Context: an optimization exercise on an open-source flow, tuned for small area, a short achievable clock period and few clock cycles per item. The choices shown serve that exercise and are no tape-out recipe.
Only simulation tests tie the RTL to the original design; equivalence was not proved.
No activity file was given, so power comes from the tool's default toggle rates.

===== run.sh =====
#!/bin/bash
# synth_recipe.tcl (not shown) runs the flow's synth.tcl, then flattens the netlist and writes it again
# the make line also repeats each setting of config.mk as NAME=value (left out here)
make -C /OpenROAD-flow-scripts/flow DESIGN_CONFIG=/design/flow/config.mk WORK_HOME=/design/flow/orfs CLKGATE_MAP_FILE= SYNTH_SCRIPT=/design/flow/synth_recipe.tcl finish

===== config.mk =====
export PLATFORM = sky130hd
export DESIGN_NAME = eased_overlay_transition_sequencer_core
export DESIGN_NICKNAME = eased_overlay_transition_sequencer_core
export VERILOG_FILES = /design/flow/design.v
export SDC_FILE = /design/flow/constraint.sdc
export NUM_CORES = 4
export LEC_CHECK = 0
export CAP_MARGIN = 20
export CORE_MARGIN = 2
export CORE_UTILIZATION = 40
export PLACE_DENSITY = 0.6
export SLEW_MARGIN = 20

===== constraint.sdc =====
create_clock -name core_clock -period 8.0 [get_ports {clock}]
set_input_delay 1.6000 -clock core_clock [delete_from_list [all_inputs] [get_ports {clock}]]
set_output_delay 1.6000 -clock core_clock [all_outputs]
set_load 0.01 [all_outputs]

===== design.v =====
`default_nettype none
package eots_pkg;
   localparam int FRAC_BITS = 16;
   localparam int PW        = FRAC_BITS + 1;
   localparam int UW        = (PW > 17) ? PW : 17;
   localparam int CW        = $clog2(UW + 1);
   localparam int AW        = (PW > 17) ? PW : 17;
   localparam logic [PW-1:0] ONE  = {1'b1, {FRAC_BITS{1'b0}}};
   localparam logic [PW-1:0] HALF = {2'b01, {(FRAC_BITS - 1){1'b0}}};
   localparam logic OP_MUL = 1'b0;
   localparam logic OP_DIV = 1'b1;
   localparam logic [2:0] ACT_TICK     = 3'd0;
   localparam logic [2:0] ACT_CLOSE    = 3'd1;
   localparam logic [2:0] ACT_OPEN     = 3'd2;
   localparam logic [2:0] ACT_COMPLETE = 3'd3;
   localparam logic [2:0] ACT_CANCEL   = 3'd4;
   localparam logic [1:0] PH_IDLE      = 2'd0;
   localparam logic [1:0] PH_OPENING   = 2'd1;
   localparam logic [1:0] PH_CLOSING   = 2'd2;
   localparam logic [1:0] PH_COMPLETED = 2'd3;
   localparam logic [3:0] KIND_FADE     = 4'd0;
   localparam logic [3:0] KIND_SLIDE_L  = 4'd1;
   localparam logic [3:0] KIND_SLIDE_R  = 4'd2;
   localparam logic [3:0] KIND_SLIDE_U  = 4'd3;
   localparam logic [3:0] KIND_SLIDE_D  = 4'd4;
   localparam logic [3:0] KIND_WIPE_L   = 4'd5;
   localparam logic [3:0] KIND_WIPE_R   = 4'd6;
   localparam logic [3:0] KIND_CIRCLE_A = 4'd7;
   localparam logic [3:0] KIND_CIRCLE_B = 4'd8;
   localparam logic [1:0] CSR_SCREEN_W   = 2'd0;
   localparam logic [1:0] CSR_SCREEN_H   = 2'd1;
   localparam logic [1:0] CSR_BASE_ALPHA = 2'd2;
   localparam logic [11:0] SCREEN_W_RST   = 12'd1280;
   localparam logic [11:0] SCREEN_H_RST   = 12'd720;
   localparam logic [16:0] BASE_ALPHA_RST = 17'(ONE);
   localparam int RSP_W       = 88;
   localparam int RSP_VIS_BIT = 86;
   localparam int RSP_DONE_BIT = 87;
   typedef struct packed {
      logic          start;
      logic          op;
      logic [UW-1:0] a;
      logic [UW-1:0] b;
   } unit_req_type;
   typedef struct packed {
      logic            done;
      logic [2*UW-1:0] product;
   } unit_rsp_type;
endpackage
`default_nettype wire
`default_nettype none
module eots_unit (
   input  wire                    clock,
   input  wire                    reset,
   input  wire eots_pkg::unit_req_type req,
   output eots_pkg::unit_rsp_type rsp
);
   localparam int UW = eots_pkg::UW;
   localparam int CW = eots_pkg::CW;
   logic [2*UW-1:0] p_ff, p_in;
   logic [UW-1:0]   a_ff, a_in;
   logic            op_ff, op_in;
   logic [CW-1:0]   cnt_ff, cnt_in;
   logic            busy_ff, busy_in;
   logic            done_ff, done_in;
   logic [UW-1:0]   hi, lo, r2, base, addend, rem_next;
   logic [UW:0]     sum;
   logic [2*UW-1:0] step_p;
   always_comb begin
      hi     = p_ff[2*UW-1:UW];
      lo     = p_ff[UW-1:0];
      r2     = {hi[UW-2:0], 1'b0};
      base   = (op_ff == eots_pkg::OP_MUL) ? hi : r2;
      addend = (op_ff == eots_pkg::OP_MUL) ? (lo[0] ? a_ff : {UW{1'b0}}) : ~a_ff;
      sum    = {1'b0, base} + {1'b0, addend} + {{UW{1'b0}}, (op_ff == eots_pkg::OP_DIV)};
      rem_next = sum[UW] ? sum[UW-1:0] : r2;
      if (op_ff == eots_pkg::OP_MUL) begin
         step_p = {sum, lo[UW-1:1]};
      end else begin
         step_p = {rem_next, lo[UW-2:0], sum[UW]};
      end
   end
   always_comb begin
      p_in    = p_ff;
      a_in    = a_ff;
      op_in   = op_ff;
      cnt_in  = cnt_ff;
      busy_in = busy_ff;
      done_in = 1'b0;
      if (req.start) begin
         a_in    = req.a;
         op_in   = req.op;
         busy_in = 1'b1;
         if (req.op == eots_pkg::OP_MUL) begin
            p_in   = {{UW{1'b0}}, req.b};
            cnt_in = CW'(UW);
         end else begin
            p_in   = {req.b, {UW{1'b0}}};
            cnt_in = CW'(eots_pkg::FRAC_BITS);
         end
      end else if (busy_ff) begin
         p_in   = step_p;
         cnt_in = cnt_ff - CW'(1);
         if (cnt_ff == CW'(1)) begin
            busy_in = 1'b0;
            done_in = 1'b1;
         end
      end
   end
   always_ff @(posedge clock) begin
      p_ff  <= p_in;
      a_ff  <= a_in;
      op_ff <= op_in;
      if (reset) begin
         cnt_ff  <= '0;
         busy_ff <= 1'b0;
         done_ff <= 1'b0;
      end else begin
         cnt_ff  <= cnt_in;
         busy_ff <= busy_in;
         done_ff <= done_in;
      end
   end
   assign rsp.done    = done_ff;
   assign rsp.product = p_ff;
endmodule
`default_nettype wire
`default_nettype none
module eased_overlay_transition_sequencer_core (
   input  wire                       clock,
   input  wire                       reset,
   input  wire                       req_tvalid,
   output logic                      req_tready,
   input  wire  [15:0]               req_tdata,    
   input  wire  [6:0]                req_tuser,    
   output logic                      rsp_tvalid,
   input  wire                       rsp_tready,
   output logic [eots_pkg::RSP_W-1:0] rsp_tdata,
   input  wire                       csr_write_enable,
   input  wire  [1:0]                csr_index,
   input  wire  [16:0]               csr_wdata
);
   localparam int PW = eots_pkg::PW;
   localparam int UW = eots_pkg::UW;
   localparam int AW = eots_pkg::AW;
   localparam int FB = eots_pkg::FRAC_BITS;
   localparam logic [3:0] ST_IDLE      = 4'd0;
   localparam logic [3:0] ST_DIV_GO    = 4'd1;
   localparam logic [3:0] ST_DIV_WAIT  = 4'd2;
   localparam logic [3:0] ST_EASE_GO   = 4'd3;
   localparam logic [3:0] ST_EASE_WAIT = 4'd4;
   localparam logic [3:0] ST_SW_GO     = 4'd5;
   localparam logic [3:0] ST_SW_WAIT   = 4'd6;
   localparam logic [3:0] ST_SH_GO     = 4'd7;
   localparam logic [3:0] ST_SH_WAIT   = 4'd8;
   localparam logic [3:0] ST_FINISH    = 4'd9;
   logic [11:0] scr_w_ff, scr_h_ff;
   logic [16:0] base_alpha_ff;
   logic [1:0]    phase_ff, phase_in;
   logic [15:0]   elapsed_ff, elapsed_in;
   logic [15:0]   length_ff, length_in;
   logic [3:0]    kind_ff, kind_in;
   logic [PW-1:0] prog_ff, prog_in;
   logic [12:0]   rect_x_ff, rect_x_in;
   logic [12:0]   rect_y_ff, rect_y_in;
   logic [11:0]   rect_w_ff, rect_w_in;
   logic [11:0]   rect_h_ff, rect_h_in;
   logic [PW-1:0] alpha_ff, alpha_in;
   logic [3:0]    seq_ff, seq_in;
   logic [PW-1:0] raw_ff, raw_in;
   logic [PW-1:0] eff_ff, eff_in;
   logic [11:0]   sw_ff, sw_in;
   logic [11:0]   sh_ff, sh_in;
   logic                      rsp_valid_ff, rsp_valid_in;
   logic [eots_pkg::RSP_W-1:0] rsp_data_ff, rsp_data_in;
   eots_pkg::unit_req_type unit_req;
   eots_pkg::unit_rsp_type unit_rsp;
   logic [2:0]    req_action;
   logic [3:0]    req_kind;
   logic          req_fire;
   logic          rsp_free;
   logic          phase_active;
   logic [15:0]   elapsed_inc;
   logic [PW:0]   u_wide;
   logic [PW-1:0] ease_u;
   logic          ease_low;
   logic [PW-1:0] p_low, p_high, p_new;
   logic [PW-1:0] base_sat;
   logic          load_rsp;
   logic          done_flag;
   eots_unit u_unit (
      .clock (clock),
      .reset (reset),
      .req   (unit_req),
      .rsp   (unit_rsp)
   );
   function automatic logic [eots_pkg::RSP_W-1:0] pack_rsp(
      input logic [1:0]    phase,
      input logic [PW-1:0] prog,
      input logic [PW-1:0] alpha,
      input logic [12:0]   x,
      input logic [12:0]   y,
      input logic [11:0]   w,
      input logic [11:0]   h,
      input logic          done
   );
      logic vis;
      vis = (phase != eots_pkg::PH_IDLE);
      pack_rsp = {done, vis, h, w, y, x, 17'(alpha), 17'(prog), phase};
   endfunction
   assign req_action   = req_tuser[2:0];
   assign req_kind     = req_tuser[6:3];
   assign rsp_free     = !rsp_valid_ff || rsp_tready;
   assign req_tready   = (seq_ff == ST_IDLE) && rsp_free;
   assign req_fire     = req_tvalid && req_tready;
   assign phase_active = (phase_ff == eots_pkg::PH_OPENING) ||
                         (phase_ff == eots_pkg::PH_CLOSING);
   assign elapsed_inc  = (elapsed_ff == 16'hFFFF) ? elapsed_ff : elapsed_ff + 16'd1;
   assign u_wide   = ((PW+1)'(eots_pkg::ONE) << 1) - ((PW+1)'(raw_ff) << 1);
   assign ease_u   = u_wide[PW-1:0];
   assign ease_low = (raw_ff < eots_pkg::HALF);
   assign p_low    = PW'(unit_rsp.product >> (FB - 1));
   assign p_high   = eots_pkg::ONE - PW'(unit_rsp.product >> (FB + 1));
   assign p_new    = ease_low ? p_low : p_high;
   assign base_sat = (AW'(base_alpha_ff) > AW'(eots_pkg::ONE)) ? eots_pkg::ONE
                                                               : PW'(base_alpha_ff);
   always_comb begin
      phase_in     = phase_ff;
      elapsed_in   = elapsed_ff;
      length_in    = length_ff;
      kind_in      = kind_ff;
      prog_in      = prog_ff;
      rect_x_in    = rect_x_ff;
      rect_y_in    = rect_y_ff;
      rect_w_in    = rect_w_ff;
      rect_h_in    = rect_h_ff;
      alpha_in     = alpha_ff;
      seq_in       = seq_ff;
      raw_in       = raw_ff;
      eff_in       = eff_ff;
      sw_in        = sw_ff;
      sh_in        = sh_ff;
      rsp_valid_in = rsp_valid_ff && !rsp_tready;
      rsp_data_in  = rsp_data_ff;
      load_rsp     = 1'b0;
      done_flag    = 1'b0;
      unit_req.start = 1'b0;
      unit_req.op    = eots_pkg::OP_MUL;
      unit_req.a     = UW'(eff_ff);
      unit_req.b     = UW'(scr_w_ff);
      unique case (seq_ff)
         ST_IDLE: begin
            if (req_fire) begin
               unique case (req_action)
                  eots_pkg::ACT_TICK: begin
                     if (phase_active) begin
                        elapsed_in = elapsed_inc;
                        if (length_ff == 16'd0 || elapsed_inc >= length_ff) begin
                           raw_in = eots_pkg::ONE;
                           seq_in = ST_EASE_GO;
                        end else begin
                           seq_in = ST_DIV_GO;
                        end
                     end else begin
                        load_rsp = 1'b1;
                     end
                  end
                  eots_pkg::ACT_CLOSE, eots_pkg::ACT_OPEN: begin
                     kind_in    = req_kind;
                     length_in  = req_tdata;
                     elapsed_in = 16'd0;
                     prog_in    = '0;
                     phase_in   = (req_action == eots_pkg::ACT_CLOSE) ? eots_pkg::PH_CLOSING
                                                                      : eots_pkg::PH_OPENING;
                     load_rsp   = 1'b1;
                  end
                  eots_pkg::ACT_COMPLETE: begin
                     phase_in  = eots_pkg::PH_COMPLETED;
                     prog_in   = eots_pkg::ONE;
                     done_flag = 1'b1;
                     load_rsp  = 1'b1;
                  end
                  eots_pkg::ACT_CANCEL: begin
                     phase_in   = eots_pkg::PH_IDLE;
                     prog_in    = '0;
                     elapsed_in = 16'd0;
                     load_rsp   = 1'b1;
                  end
                  default: begin
                     load_rsp = 1'b1;
                  end
               endcase
            end
         end
         ST_DIV_GO: begin
            unit_req.start = 1'b1;
            unit_req.op    = eots_pkg::OP_DIV;
            unit_req.a     = UW'(length_ff);
            unit_req.b     = UW'(elapsed_ff);
            seq_in         = ST_DIV_WAIT;
         end
         ST_DIV_WAIT: begin
            if (unit_rsp.done) begin
               raw_in = PW'(unit_rsp.product[FB-1:0]);
               seq_in = ST_EASE_GO;
            end
         end
         ST_EASE_GO: begin
            unit_req.start = 1'b1;
            unit_req.op    = eots_pkg::OP_MUL;
            unit_req.a     = ease_low ? UW'(raw_ff) : UW'(ease_u);
            unit_req.b     = ease_low ? UW'(raw_ff) : UW'(ease_u);
            seq_in         = ST_EASE_WAIT;
         end
         ST_EASE_WAIT: begin
            if (unit_rsp.done) begin
               prog_in = p_new;
               eff_in  = (phase_ff == eots_pkg::PH_OPENING) ? eots_pkg::ONE - p_new : p_new;
               seq_in  = ST_SW_GO;
            end
         end
         ST_SW_GO: begin
            unit_req.start = 1'b1;
            unit_req.a     = UW'(eff_ff);
            unit_req.b     = UW'(scr_w_ff);
            seq_in         = ST_SW_WAIT;
         end
         ST_SW_WAIT: begin
            if (unit_rsp.done) begin
               sw_in  = 12'(unit_rsp.product >> FB);
               seq_in = ST_SH_GO;
            end
         end
         ST_SH_GO: begin
            unit_req.start = 1'b1;
            unit_req.a     = UW'(eff_ff);
            unit_req.b     = UW'(scr_h_ff);
            seq_in         = ST_SH_WAIT;
         end
         ST_SH_WAIT: begin
            if (unit_rsp.done) begin
               sh_in  = 12'(unit_rsp.product >> FB);
               seq_in = ST_FINISH;
            end
         end
         ST_FINISH: begin
            if (rsp_free) begin
               case (kind_ff)
                  eots_pkg::KIND_FADE, eots_pkg::KIND_CIRCLE_A, eots_pkg::KIND_CIRCLE_B: begin
                     alpha_in = eff_ff;
                  end
                  eots_pkg::KIND_SLIDE_L: begin
                     rect_x_in = 13'(sw_ff) - 13'(scr_w_ff);
                     rect_y_in = 13'd0;
                     alpha_in  = base_sat;
                  end
                  eots_pkg::KIND_SLIDE_R: begin
                     rect_x_in = 13'(scr_w_ff) - 13'(sw_ff);
                     rect_y_in = 13'd0;
                     alpha_in  = base_sat;
                  end
                  eots_pkg::KIND_SLIDE_U: begin
                     rect_x_in = 13'd0;
                     rect_y_in = 13'(sh_ff) - 13'(scr_h_ff);
                     alpha_in  = base_sat;
                  end
                  eots_pkg::KIND_SLIDE_D: begin
                     rect_x_in = 13'd0;
                     rect_y_in = 13'(scr_h_ff) - 13'(sh_ff);
                     alpha_in  = base_sat;
                  end
                  eots_pkg::KIND_WIPE_L, eots_pkg::KIND_WIPE_R: begin
                     rect_w_in = sw_ff;
                     rect_h_in = scr_h_ff;
                     rect_x_in = (kind_ff == eots_pkg::KIND_WIPE_R)
                                 ? 13'(scr_w_ff) - 13'(sw_ff) : 13'd0;
                     rect_y_in = 13'd0;
                     alpha_in  = base_sat;
                  end
                  default: begin
                  end
               endcase
               if (raw_ff == eots_pkg::ONE) begin
                  phase_in  = eots_pkg::PH_COMPLETED;
                  done_flag = 1'b1;
               end
               load_rsp = 1'b1;
               seq_in   = ST_IDLE;
            end
         end
         default: begin
            seq_in = ST_IDLE;
         end
      endcase
      if (load_rsp) begin
         rsp_valid_in = 1'b1;
         rsp_data_in  = pack_rsp(phase_in, prog_in, alpha_in, rect_x_in, rect_y_in,
                                 rect_w_in, rect_h_in, done_flag);
      end
   end
   always_ff @(posedge clock) begin
      if (reset) begin
         scr_w_ff      <= eots_pkg::SCREEN_W_RST;
         scr_h_ff      <= eots_pkg::SCREEN_H_RST;
         base_alpha_ff <= eots_pkg::BASE_ALPHA_RST;
      end else if (csr_write_enable) begin
         unique case (csr_index)
            eots_pkg::CSR_SCREEN_W:   scr_w_ff      <= csr_wdata[11:0];
            eots_pkg::CSR_SCREEN_H:   scr_h_ff      <= csr_wdata[11:0];
            eots_pkg::CSR_BASE_ALPHA: base_alpha_ff <= csr_wdata;
            default: begin
            end
         endcase
      end
   end
   always_ff @(posedge clock) begin
      raw_ff      <= raw_in;
      eff_ff      <= eff_in;
      sw_ff       <= sw_in;
      sh_ff       <= sh_in;
      rsp_data_ff <= rsp_data_in;
      if (reset) begin
         phase_ff     <= eots_pkg::PH_IDLE;
         elapsed_ff   <= 16'd0;
         length_ff    <= 16'd0;
         kind_ff      <= eots_pkg::KIND_FADE;
         prog_ff      <= '0;
         rect_x_ff    <= 13'd0;
         rect_y_ff    <= 13'd0;
         rect_w_ff    <= eots_pkg::SCREEN_W_RST;
         rect_h_ff    <= eots_pkg::SCREEN_H_RST;
         alpha_ff     <= eots_pkg::ONE;
         seq_ff       <= ST_IDLE;
         rsp_valid_ff <= 1'b0;
      end else begin
         phase_ff     <= phase_in;
         elapsed_ff   <= elapsed_in;
         length_ff    <= length_in;
         kind_ff      <= kind_in;
         prog_ff      <= prog_in;
         rect_x_ff    <= rect_x_in;
         rect_y_ff    <= rect_y_in;
         rect_w_ff    <= rect_w_in;
         rect_h_ff    <= rect_h_in;
         alpha_ff     <= alpha_in;
         seq_ff       <= seq_in;
         rsp_valid_ff <= rsp_valid_in;
      end
   end
   assign rsp_tvalid = rsp_valid_ff;
   assign rsp_tdata  = rsp_data_ff;
endmodule
`default_nettype wire

==> results.json <==
{
  "nets": 2304,
  "switching_share": 0.229,
  "cts_buffers": 41,
  "fmax_mhz": 205,
  "setup_tns_ns": 0,
  "fin_worst_skew_ns": 0.0145,
  "overflow": 0,
  "hold_end": "rect_y_ff[10]",
  "ys_ff_latch": 373,
  "fin_crit_ns": 4.88,
  "hold_start": "rect_y_ff[10]",
  "timing.rr.end": "u_unit.p_ff[23]",
  "num_antenna_cells": 0,
  "setup_viol": 0,
  "area_delta_synth_final_pct": 16.9,
  "htree_levels": 2,
  "crit_arrival_ns": 5.19,
  "dieArea_um2": 51600,
  "critPathCaptureType": "register",
  "drc_errors": 0,
  "leakagePower_nw": 8.68,
  "drive_gt1_frac": 0.0742,
  "yosysWarnings": 2,
  "synth_cells": 2082,
  "numPortBuffers": 136,
  "grt_max_degree": 87,
  "cts.reportedPaths.clkPinSlew_ns": 0.06,
  "crit_required_ns": 8.31,
  "rsz0062_at_grt": "false",
  "clock_latency_ns": 0.57,
  "grt_antenna_before_repair": 0,
  "synthDistinctLibCells": 76,
  "setup.worst_path.class": "reg -> reg",
  "power.switching_mw": 0.995,
  "viasPerCell": 5.61,
  "cts_hold_buf": 0,
  "p_per_area_nw_per_um2": 187,
  "ctsResizeCount": 0,
  "maxSlewViolCount": 0,
  "fp.coreArea_um2": 49100,
  "synth_edf_count": 198,
  "cts.sinks": 373,
  "hold_depth": 2,
  "power.share.clock": 0.450,
  "hp-class": "reg -> reg",
  "grt_pass1_vias": 15100,
  "fin_util": 0.475,
  "hpwl_um": 44000,
  "root_buffer": "clkbuf_16",
  "initial_utilization": 0.406,
  "synth_flop_cell": "edfxtp_1",
  "drt-total-wl_um": 59600,
  "rows": 81,
  "cts_setup_buffers": 0,
  "share_comb_of_total_power": 0.069,
  "internal_power_mw": 3.35,
  "rr_worst_depth": 12,
  "avgSynthCellArea_um2": 9.56,
  "via_count": 16100,
  "syn-cell-area_um2": 19900,
  "cap_violations": 0,
  "regToRegStartpoint": "u_unit.op_ff",
  "worstMarginPinSlew_ns": 1.11,
  "critPathMaxFanout": 26,
  "cts_buffer_depth": 3,
  "synthArstFlopShare": 0,
  "yosysSeqAreaShare": 0.475,
  "cts_tree": "built",
  "grt_pass1_wl_um": 90500,
  "ant_nets": 0,
  "rrSetupSlack_ns": 3.12,
  "cp-start-kind": "register",
  "hold_viol_final": 0,
  "timing.final.crit_share": 0.610,
  "status": "finished clean",
  "ir_worst_vdd_mv": 0.111,
  "die-width_um": 227,
  "track_usage": 0.230,
  "gp_congestion": 0.894,
  "ioPinCount": 137,
  "synth_nets": 2222,
  "dr.pass1.iters": 5,
  "die_y_um": 227,
  "wl_per_cell_um": 20.8,
  "p_seq_frac": 0.481,
  "drt_first_iter_violations": 1361,
  "slew-limit-headroom": 0.254
}
[worst max-delay path by stage]
stage	from	end	slack (ns)	cells after the start
6_report	u_unit.op_ff	u_unit.p_ff[23]	3.12	12
5_1_grt	u_unit.op_ff	u_unit.p_ff[23]	2.71	12
4_1_cts	rsp_tready	req_tready	3.25	4
3_5_place_dp	rsp_tready	req_tready	3.27	4
3_3_place_gp	rsp_tready	req_tready	3.26	4
2_1_floorplan	rsp_tready	rsp_data_ff[0]	3.13	5
[critical path, stage by stage (launching register included)]
cell	delay, ns
edfxtp_1	0.81
clkinv_1	0.78
o21ai_0	0.56
ha_1	0.25
nor2_1	0.05
a21oi_1	0.19
o211ai_1	0.20
a211oi_1	0.64
o221ai_2	0.37
buf_4	0.31
mux2i_1	0.16
o21ai_0	0.09
a22o_1	0.20
[sequential cells by signal (all words and copies together) (netlist names), 17 cells and up]
signal and flops:
alpha_ff 17, base_alpha_ff 17, eff_ff 17, prog_ff 17, raw_ff 17, rsp_data_ff 88, u_unit.a_ff 17, u_unit.p_ff 34
[metrics by stage]
step                area [um^2]  hold slack (ns)  instances  total power, mW  setup slack (ns)
floorplan                 19900            0.439       2082             2.28              3.13
global placement          21900            0.446       2785             2.43              3.26
detailed placement        21900            0.453       2785             2.43              3.27
global route              23300            0.480       2861             4.49              2.71
finish                    23300            0.458       2861             4.35              3.12
CTS                       23300            0.461       2861             4.39              3.25
[power groups by stage]
stage	Sequential, mW	Clock (mW)	Combinational [mW]
final	2.09	1.96	0.302
after global routing	2.09	2.07	0.330
after CTS	2.09	2.00	0.304
after global placement	2.13	0	0.300
after floorplan	2.13	0	0.154
after detailed placement	2.13	0	0.302
[area by class of cell]
class	instances	area [um^2]
sequential	373	9450
timing repair buffer	165	1570
multi-input combinational	1479	9640
inverter	104	390
clock inverter	25	305
tap	664	831
fill	4646	25800
clock buffer	51	1090
[synthesized netlist by cell type, types with 9 or more instances]
cell	instances	area [um^2]
a211oi_1	19	143
a221oi_1	14	123
o21ai_1	19	95.1
nand4_1	13	81.3
mux2i_1	45	450
o221ai_1	16	140
o22ai_1	15	93.8
a22oi_1	28	210
nor3_1	34	170
o31ai_1	12	90.1
nor2b_1	23	144
or3_1	20	125
o211ai_1	18	135
clkbuf_1	113	424
nor2_1	134	503
nand3_1	39	195
and2_1	91	569
xnor2_1	45	394
a21oi_1	141	706
a22o_1	19	166
inv_1	103	387
o21bai_1	11	82.6
a21o_1	26	195
a221o_1	22	220
nand2_1	250	938
a31oi_1	12	75.1
dfxtp_1	175	3500
edfxtp_1	198	5950
nand2b_1	19	119
o21ai_0	119	596
buf_1	9	33.8
o21a_1	12	90.1
nor4_1	19	119
and3_1	12	75.1
mux2_2	41	462
ha_1	87	1090
xor2_1	17	149
[cell families (layout without fill, tap and decap cells)]
family,after synthesis,after routing,share of synthesized area
compound gates,541,541,0.177
xor+xnor,62,62,0.0273
fa+ha+maj,93,93,0.0607
buf+inv,230,345,0.0439
flops,373,373,0.475
mux,86,86,0.0458
simple gates,697,697,0.171
[per-layer routing]
layer	wire (um)	track usage	part of all wire	up-vias
li1	-	-	-	7700
met1	25500	0.305	0.43	7674
met2	28000	0.375	0.47	560
met3	3600	0.0346	0.060	116
met4	2440	0.0970	0.041	0
met5	0	0	0	-
[placed cells by master (no fill, tap or decap), types with 13 or more instances in the layout]
master and instances:
nand2_1 248, edfxtp_1 198, dfxtp_1 175, a21oi_1 141, clkdlybuf4s50_1 135, nor2_1 133
o21ai_0 119, inv_1 101, and2_1 91, ha_1 87, xnor2_1 45, mux2i_1 45
mux2_2 41, clkbuf_16 41, nand3_1 39, nor3_1 30, buf_4 29, a22oi_1 28
a21o_1 26, nor2b_1 22, a221o_1 22, or3_1 20, nand2b_1 19, nor4_1 19
a22o_1 19, a211oi_1 19, o21ai_1 19, o211ai_1 18, xor2_1 17, o22ai_1 15
o221ai_1 15, a221oi_1 14, nand4_1 13
Testbench counts, summed over its fixed seeds: cycles 395,456, items 7,142.

port drivers added, routing unchanged:
How much do the figures lean on ideal ports? The routed layout below was timed once more, with nothing changed but the port constraints.
Step 1, drivers: a clkbuf_16 drives clock and a buf_2 each remaining input, both assumed.
Step 2 moves the port delays by t, midway between the first and last clock arrival at a register: inputs arrive t later, outputs are due t later. That takes back most of the time a late clock gives input paths.
Slacks: no drivers / after step 1 / after step 2; pairs: no drivers / after step 1.
t (ns): 0.616
slack for setup (ns): 3.118 / 3.118 / 3.118
worst setup path at the end: register to register
After both steps this run still meets setup and hold. For this run, drivers alone change the setup slack by 0.000 ns; drivers and shift together by 0.000 ns.
